This is an optimization exercise on Yosys and OpenROAD, whose aim is small area and few clock cycles, not a production implementation.
Only simulation tests tie the RTL to the original design; equivalence was not proved.

onyx:
==> flow/design.v <==
package lpse_pkg;
	localparam logic       CFG_HUE_MODE  = 1'b0;
	localparam logic       CFG_GRB_ORDER = 1'b1;
	localparam logic [7:0] HUE_SPAN      = 8'd43;
	localparam logic [3:0] LAST_PIX_IDX  = 4'd11;
	localparam logic [3:0] LAST_LATCH_IDX = 4'd14;
	localparam logic [3:0] LAST_STEP     = 4'd11;
endpackage
module led_pixel_spi_encoder_core (
	input  logic                 clk,
	input  logic                 arst_n,
	input  logic                 psel,
	input  logic                 penable,
	input  logic                 pwrite,
	input  logic [2:0]           paddr,
	input  logic [31:0]          pwdata,
	output logic [31:0]          prdata,
	output logic                 pready,
	input  logic                 pix_valid,
	output logic                 pix_stall,
	input  logic [24:0]          pix,
	output logic                 spi_valid,
	input  logic                 spi_stall,
	output logic [8:0]           spi
);
	logic hue_mode_q, grb_order_q;
	assign pready = 1'b1;
	always_ff @(posedge clk or negedge arst_n) begin
		if (!arst_n) begin
			hue_mode_q  <= 1'b0;
			grb_order_q <= 1'b1;
		end else if (psel && penable && pwrite) begin
			if (paddr[2] == lpse_pkg::CFG_GRB_ORDER) grb_order_q <= pwdata[0];
			else                                     hue_mode_q  <= pwdata[0];
		end
	end
	assign prdata = {31'd0, (paddr[2] == lpse_pkg::CFG_GRB_ORDER) ? grb_order_q : hue_mode_q};
	logic [7:0] h_i, s_i, v_i;
	logic       last_i;
	assign h_i    = pix[24:17];
	assign s_i    = pix[16:9];
	assign v_i    = pix[8:1];
	assign last_i = pix[0];
	logic [2:0] rgn;
	logic [7:0] rem, rem_sel, rem_q;
	always_comb begin
		if      (h_i >= 8'(5 * lpse_pkg::HUE_SPAN)) rgn = 3'd5;
		else if (h_i >= 8'(4 * lpse_pkg::HUE_SPAN)) rgn = 3'd4;
		else if (h_i >= 8'(3 * lpse_pkg::HUE_SPAN)) rgn = 3'd3;
		else if (h_i >= 8'(2 * lpse_pkg::HUE_SPAN)) rgn = 3'd2;
		else if (h_i >= lpse_pkg::HUE_SPAN)         rgn = 3'd1;
		else                                        rgn = 3'd0;
		rem     = 8'({h_i[5:0], 2'b00} + {h_i[6:0], 1'b0} - {4'd0, rgn, 1'b0});
		rem_sel = rgn[0] ? rem : ~rem;
	end
	always_ff @(posedge clk) begin
		rem_q <= rem_sel;
	end
	logic        busy_q, last_q, ok_q;
	logic [3:0]  cnt_q;
	logic [23:0] word_q;
	logic [7:0]  acc_q;
	logic        adv, ok, fin, ser_done, take, conv, wr;
	assign fin      = (cnt_q == (last_q ? lpse_pkg::LAST_LATCH_IDX : lpse_pkg::LAST_PIX_IDX));
	assign ser_done = busy_q && !spi_stall && fin;
	assign ok       = (cnt_q == 4'd0) ? pix_valid : ok_q;
	assign conv     = !hue_mode_q || (ok && cnt_q >= lpse_pkg::LAST_STEP);
	assign take     = pix_valid && conv && (busy_q ? ser_done : 1'b1);
	assign pix_stall = !take;
	assign adv      = busy_q ? !spi_stall : (pix_valid && hue_mode_q);
	assign wr       = adv && hue_mode_q && (cnt_q < lpse_pkg::LAST_STEP);
	always_ff @(posedge clk or negedge arst_n) begin
		if (!arst_n) begin
			busy_q <= 1'b0;
			last_q <= 1'b0;
			ok_q   <= 1'b0;
			cnt_q  <= '0;
		end else if (take) begin
			busy_q <= 1'b1;
			last_q <= last_i;
			ok_q   <= 1'b0;
			cnt_q  <= '0;
		end else if (ser_done || (!busy_q && !pix_valid)) begin
			busy_q <= 1'b0;
			ok_q   <= 1'b0;
			cnt_q  <= '0;
		end else if (adv) begin
			ok_q   <= ok;
			cnt_q  <= cnt_q + 4'd1;
		end
	end
	logic [1:0] ph, pr;
	logic [7:0] mcand, mplier, acc_in, prod;
	logic [1:0] mbits;
	logic [9:0] sum;
	always_comb begin
		ph = cnt_q[3] ? 2'd2 : {1'b0, cnt_q[2]};
		pr = (cnt_q[3] && cnt_q[2]) ? 2'd3 : cnt_q[1:0];
		unique case (ph)
			2'd0:    begin mcand = v_i;   mplier = ~s_i;          acc_in = acc_q;        end
			2'd1:    begin mcand = rem_q; mplier = s_i;           acc_in = word_q[23:16]; end
			default: begin mcand = v_i;   mplier = ~word_q[23:16]; acc_in = word_q[15:8];  end
		endcase
		if (pr == 2'd0) acc_in = 8'd0;
		mbits = mplier[{pr, 1'b0} +: 2];
		sum   = {2'b00, acc_in} + (mbits[0] ? {2'b00, mcand} : 10'd0) +
			(mbits[1] ? {1'b0, mcand, 1'b0} : 10'd0);
		prod  = sum[9:2];
	end
	always_ff @(posedge clk) begin
		if (wr && ph == 2'd0) acc_q <= prod;
	end
	logic [7:0] r_n, g_n, b_n, p_n, qt_n;
	logic [23:0] word_n;
	assign p_n  = acc_q;
	assign qt_n = prod;
	always_comb begin
		r_n = h_i;
		g_n = s_i;
		b_n = v_i;
		if (hue_mode_q) begin
			if (s_i == 8'd0) begin
				r_n = v_i; g_n = v_i; b_n = v_i;
			end else begin
				unique case (rgn)
					3'd0:    begin r_n = v_i;  g_n = qt_n; b_n = p_n;  end
					3'd1:    begin r_n = qt_n; g_n = v_i;  b_n = p_n;  end
					3'd2:    begin r_n = p_n;  g_n = v_i;  b_n = qt_n; end
					3'd3:    begin r_n = p_n;  g_n = qt_n; b_n = v_i;  end
					3'd4:    begin r_n = qt_n; g_n = p_n;  b_n = v_i;  end
					default: begin r_n = v_i;  g_n = p_n;  b_n = qt_n; end
				endcase
			end
		end
		word_n = grb_order_q ? {g_n, r_n, b_n} : {r_n, g_n, b_n};
	end
	always_ff @(posedge clk) begin
		if (take) begin
			word_q <= word_n;
		end else if (wr && ph == 2'd1) begin
			word_q[23:16] <= prod;
		end else if (wr && ph == 2'd2) begin
			word_q[15:8] <= prod;
		end
	end
	logic [1:0] bits;
	logic       latch_byte;
	assign bits       = word_q[5'(5'd22 - {cnt_q, 1'b0}) +: 2];
	assign latch_byte = (cnt_q > lpse_pkg::LAST_PIX_IDX);
	assign spi_valid  = busy_q;
	assign spi = {!latch_byte, bits[1] && !latch_byte, 2'b00, !latch_byte, bits[0] && !latch_byte,
		2'b00, fin};
endmodule
clock: 5.5 ns
lec_check: 0
cap_margin: 20
core_margin: 2
core_utilization: 40
slew_margin: 20
run.sh (not shown) runs the stock make flow with config.mk's settings and CLKGATE_MAP_FILE= SYNTH_SCRIPT=/design/flow/synth_recipe.tcl, a recipe that flattens the netlist after the stock synthesis.
The final layout from onyx, which completed every stage, passed the timing, design-rule and antenna checks at the end of the flow.
Testbench counts of onyx, summed over its fixed seeds: cycles 26,240.
diff inputs: onyx => pepper
==> flow/flow/run.sh (new file) <==
#!/bin/bash
# Standard ORFS layout, with the port buffers made from the smallest buffer cell.
set -euo pipefail
export BUFFER_PORTS_ARGS="-buffer_cell sky130_fd_sc_hd__buf_1"
bash standard.sh > standard_flow.log 2>&1
==> flow/standard.sh (new file) <==
#!/bin/bash
# synth_recipe.tcl (not shown) runs the flow's synth.tcl, then flattens the netlist and writes it again
# the make line also repeats each setting of config.mk as NAME=value (left out here)
make -C /OpenROAD-flow-scripts/flow DESIGN_CONFIG=/design/flow/config.mk WORK_HOME=/design/flow/orfs CLKGATE_MAP_FILE= SYNTH_SCRIPT=/design/flow/synth_recipe.tcl "${@:-finish}"
removed: flow/run.sh
==> summary.txt <==
- Delta (pepper minus onyx): worst setup slack moved up.
- As far as total count of hold-check failures in the final report goes, pepper and onyx are indistinguishable; the numbers are identical.
- In terms of worst hold slack, pepper and onyx differ only marginally.
Setup changes, pepper to indigo
diff --git a/flow/config.mk b/flow/config.mk
--- a/flow/config.mk
+++ b/flow/config.mk
@@ -10,2 +10,3 @@
 export CORE_UTILIZATION = 40
+export CTS_BUF_LIST = sky130_fd_sc_hd__clkbuf_8
 export SLEW_MARGIN = 20
--- outcome ---
- Side by side, final critical-path share of the clock period turned out lower in indigo than in pepper.
- pepper -> indigo: CTS sink count delta 0, exact match
- Of pepper and indigo, indigo shows the lower met1 track utilization from global routing, with pepper above it.

---

== run 1 ==
Another version of the RTL of led_pixel_spi_encoder_core (not shown whole).
Size in the first run: roughly 500 cells after synthesis, ~110 I/O pins, roughly 4500 um^2 of cells after synthesis.
==> flow/config.mk <==
export PLATFORM = sky130hd
export DESIGN_NAME = led_pixel_spi_encoder_core
export DESIGN_NICKNAME = led_pixel_spi_encoder_core
export VERILOG_FILES = /design/flow/design.v
export SDC_FILE = /design/flow/constraint.sdc
export NUM_CORES = 4
export LEC_CHECK = 0
export CAP_MARGIN = 20
export CORE_MARGIN = 2
export CORE_UTILIZATION = 50
export CTS_BUF_LIST = sky130_fd_sc_hd__clkbuf_8
export GPL_TIMING_DRIVEN = 0
export SETUP_SLACK_MARGIN = 0.1
export SLEW_MARGIN = 20
==> flow/constraint.sdc <==
create_clock -name core_clock -period 5.5 [get_ports {clk}]
set_input_delay 1.1000 -clock core_clock [delete_from_list [all_inputs] [get_ports {clk}]]
set_output_delay 1.1000 -clock core_clock [all_outputs]
set_load 0.01 [all_outputs]
standard.sh (not shown) runs the stock make flow with config.mk's settings and CLKGATE_MAP_FILE= SYNTH_SCRIPT=/design/flow/synth_recipe.tcl, a recipe that flattens the netlist after the stock synthesis.
==> flow/flow/run.sh <==
#!/bin/bash
# Standard ORFS layout with three changes: the port buffers use the smallest buffer cell, the
# buffers synthesis inserted are removed at floorplan (timing-driven global placement, which
# would otherwise remove them, is off in config.mk), and clock tree synthesis inserts no dummy
# loads.
set -euo pipefail
export BUFFER_PORTS_ARGS="-buffer_cell sky130_fd_sc_hd__buf_1"
export REMOVE_ABC_BUFFERS=1
export CTS_ARGS="-sink_clustering_enable -repair_clock_nets -buf_list sky130_fd_sc_hd__clkbuf_8 -dont_use_dummy_load"
bash standard.sh > standard_flow.log 2>&1
The flow did not stop early for run 1: all stages ran, and the layout cleared the timing, design-rule and antenna checks.
Testbench counts of run 1, summed over its fixed seeds: cycles 26,240.
Relative to run 1, the following input files were edited for run 2:
# run 1
export LEC_CHECK = 0
export CAP_MARGIN = 20
export CORE_MARGIN = 2
export CORE_UTILIZATION = 50
export CTS_BUF_LIST = sky130_fd_sc_hd__clkbuf_8
export GPL_TIMING_DRIVEN = 0
export SETUP_SLACK_MARGIN = 0.1
export SLEW_MARGIN = 20
create_clock -name core_clock -period 5.5 [get_ports {clk}]
# run 2
export LEC_CHECK = 0
export CAP_MARGIN = 20
export CORE_MARGIN = 2
export CORE_UTILIZATION = 40
export CTS_BUF_LIST = sky130_fd_sc_hd__clkbuf_8
export GPL_TIMING_DRIVEN = 0
export SETUP_SLACK_MARGIN = 0.05
export SLEW_MARGIN = 20
create_clock -name core_clock -period 5.5 [get_ports {clk}]
--- outcome ---
Via count was higher in run 2 than in run 1.
On worst setup slack, run 2 and run 1 are basically level.
Run 2 gives more number of global-route vias before repair than run 1 did.
Clock insertion delay at the later pin of the skew report: run 2 vs run 1 — no meaningful difference
Setup changes, run 2 to run 3
# run 2
export LEC_CHECK = 0
export CAP_MARGIN = 20
export CORE_MARGIN = 2
export CORE_UTILIZATION = 40
export CTS_BUF_LIST = sky130_fd_sc_hd__clkbuf_8
export GPL_TIMING_DRIVEN = 0
export SETUP_SLACK_MARGIN = 0.05
export SLEW_MARGIN = 20
create_clock -name core_clock -period 5.5 [get_ports {clk}]
# run 3
export LEC_CHECK = 0
export CAP_MARGIN = 20
export CORE_MARGIN = 2
export CORE_UTILIZATION = 50
export CTS_BUF_LIST = sky130_fd_sc_hd__clkbuf_8
export PLACE_DENSITY = 0.8
export SETUP_SLACK_MARGIN = 0
export SLEW_MARGIN = 20
create_clock -name core_clock -period 5.5 [get_ports {clk}]
==> flow/flow/run.sh <==
#!/bin/bash
# Standard ORFS layout with two changes: the port buffers use the smallest buffer cell, and
# clock tree synthesis inserts no dummy loads.
set -euo pipefail
export BUFFER_PORTS_ARGS="-buffer_cell sky130_fd_sc_hd__buf_1"
export CTS_ARGS="-sink_clustering_enable -repair_clock_nets -buf_list sky130_fd_sc_hd__clkbuf_8 -dont_use_dummy_load"
bash standard.sh > standard_flow.log 2>&1
Results
Diff run 2 -> run 3: layout-stage area growth over the synthesis result moved up; die width shows a reduction of 10%; number of cell rows down about 10%.
Run 3 and run 2 ended up with nearly the same required time at the endpoint of the critical path.
> inputs changed (run 3 -> run 4)
# run 3
export LEC_CHECK = 0
export CAP_MARGIN = 20
export CORE_MARGIN = 2
export CORE_UTILIZATION = 50
export CTS_BUF_LIST = sky130_fd_sc_hd__clkbuf_8
export PLACE_DENSITY = 0.8
export SETUP_SLACK_MARGIN = 0
export SLEW_MARGIN = 20
create_clock -name core_clock -period 5.5 [get_ports {clk}]
# run 4
export LEC_CHECK = 0
export CAP_MARGIN = 20
export CORE_MARGIN = 2
export CORE_UTILIZATION = 50
export CTS_BUF_LIST = sky130_fd_sc_hd__clkbuf_8
export GPL_TIMING_DRIVEN = 0
export SETUP_SLACK_MARGIN = 0
export SLEW_MARGIN = 20
create_clock -name core_clock -period 5.5 [get_ports {clk}]
==> flow/flow/run.sh <==
#!/bin/bash
# Standard ORFS layout with three changes: the port buffers use the smallest buffer cell, the
# buffers synthesis inserted are removed at floorplan (timing-driven global placement, which
# would otherwise remove them, is off in config.mk), and clock tree synthesis inserts no dummy
# loads.
set -euo pipefail
export BUFFER_PORTS_ARGS="-buffer_cell sky130_fd_sc_hd__buf_1"
export REMOVE_ABC_BUFFERS=1
export CTS_ARGS="-sink_clustering_enable -repair_clock_nets -buf_list sky130_fd_sc_hd__clkbuf_8 -dont_use_dummy_load"
bash standard.sh > standard_flow.log 2>&1
--- outcome ---
| register share of the cell area | run 4 vs run 3 | 0.70 points higher |
met2 layer usage reported by global route was lower in run 3 than in run 4.
Maximum frequency deteriorates in run 4 relative to run 3.
Summary — global-route usage over all layers, run 4 relative to run 3: higher, by 0.78 points.
Well-tap cell count: run 3 vs run 4 identical
Input-level comparison between run 5 and run 4:
# run 4
export LEC_CHECK = 0
export CAP_MARGIN = 20
export CORE_MARGIN = 2
export CORE_UTILIZATION = 50
export CTS_BUF_LIST = sky130_fd_sc_hd__clkbuf_8
export GPL_TIMING_DRIVEN = 0
export SETUP_SLACK_MARGIN = 0
export SLEW_MARGIN = 20
create_clock -name core_clock -period 5.5 [get_ports {clk}]
# run 5
export LEC_CHECK = 0
export CAP_MARGIN = 20
export CORE_MARGIN = 2
export CORE_UTILIZATION = 50
export CTS_BUF_LIST = sky130_fd_sc_hd__clkbuf_8
export PLACE_DENSITY = 0.8
export SETUP_SLACK_MARGIN = 0.1
export SLEW_MARGIN = 20
create_clock -name core_clock -period 5.5 [get_ports {clk}]
==> flow/flow/run.sh <==
#!/bin/bash
# Standard ORFS layout with two changes: the port buffers use the smallest buffer cell, and
# clock tree synthesis inserts no dummy loads.
set -euo pipefail
export BUFFER_PORTS_ARGS="-buffer_cell sky130_fd_sc_hd__buf_1"
export CTS_ARGS="-sink_clustering_enable -repair_clock_nets -buf_list sky130_fd_sc_hd__clkbuf_8 -dont_use_dummy_load"
bash standard.sh > standard_flow.log 2>&1
## What came out
- Count of cells resized by post-cts repair: run 5 vs run 4 down 13
- Summary of run 5 over run 4: cell depth of the worst flop-to-flop path shows an increase of 4; layout-stage area growth over the synthesis result shows an increase of 2.4 points.
- Looking only at initial DRC count, and setting everything else aside, the lower value of run 5 and run 4 goes to run 4.

afterwards: timing with drivers on the ports:
Ports are ideal in the flow. The routed layouts listed here were re-timed in OpenROAD.
Step 1: set_driving_cell puts a clkbuf_16 on clk and a buf_2 on each other input, an assumption about the parent block.
Step 2 moves the port delays by t, midway between the first and last clock arrival at a register: inputs arrive t later, outputs are due t later. That takes back most of the time a late clock gives input paths.
Three values: ideal ports, drivers, drivers and shift; two values: the first two.
| run | t (ns) | setup slack, ns | worst hold slack (ns) | latest minus earliest clock arrival (ns) |
|---|---|---|---|---|
| onyx | 0.330 | 0.284 / 0.296 / -0.033 | 0.516 / 0.516 / 0.516 | 0.009 / 0.009 |
| pepper | 0.327 | 0.356 / 0.356 / 0.087 | 0.518 / 0.518 / 0.518 | 0.009 / 0.008 |
| indigo | 0.353 | 0.407 / 0.407 / 0.080 | 0.525 / 0.525 / 0.525 | 0.005 / 0.005 |
| run 1 | 0.327 | 0.245 / 0.258 / -0.069 | 0.521 / 0.521 / 0.521 | 0.024 / 0.024 |
| run 2 | 0.345 | 0.244 / 0.244 / -0.070 | 0.507 / 0.507 / 0.507 | 0.021 / 0.021 |
| run 3 | 0.325 | 0.227 / 0.234 / -0.091 | 0.595 / 0.595 / 0.595 | 0.022 / 0.023 |
| run 4 | 0.332 | 0.169 / 0.185 / -0.147 | 0.511 / 0.511 / 0.511 | 0.022 / 0.022 |
| run 5 | 0.334 | 0.325 / 0.337 / 0.003 | 0.516 / 0.516 / 0.516 | 0.017 / 0.018 |
Met with ideal ports but missed after step 2: setup timing in 5 of these runs. The setup slack of indigo, which loses most, moves by 0.000 ns with the drivers and by -0.327 ns with both steps.
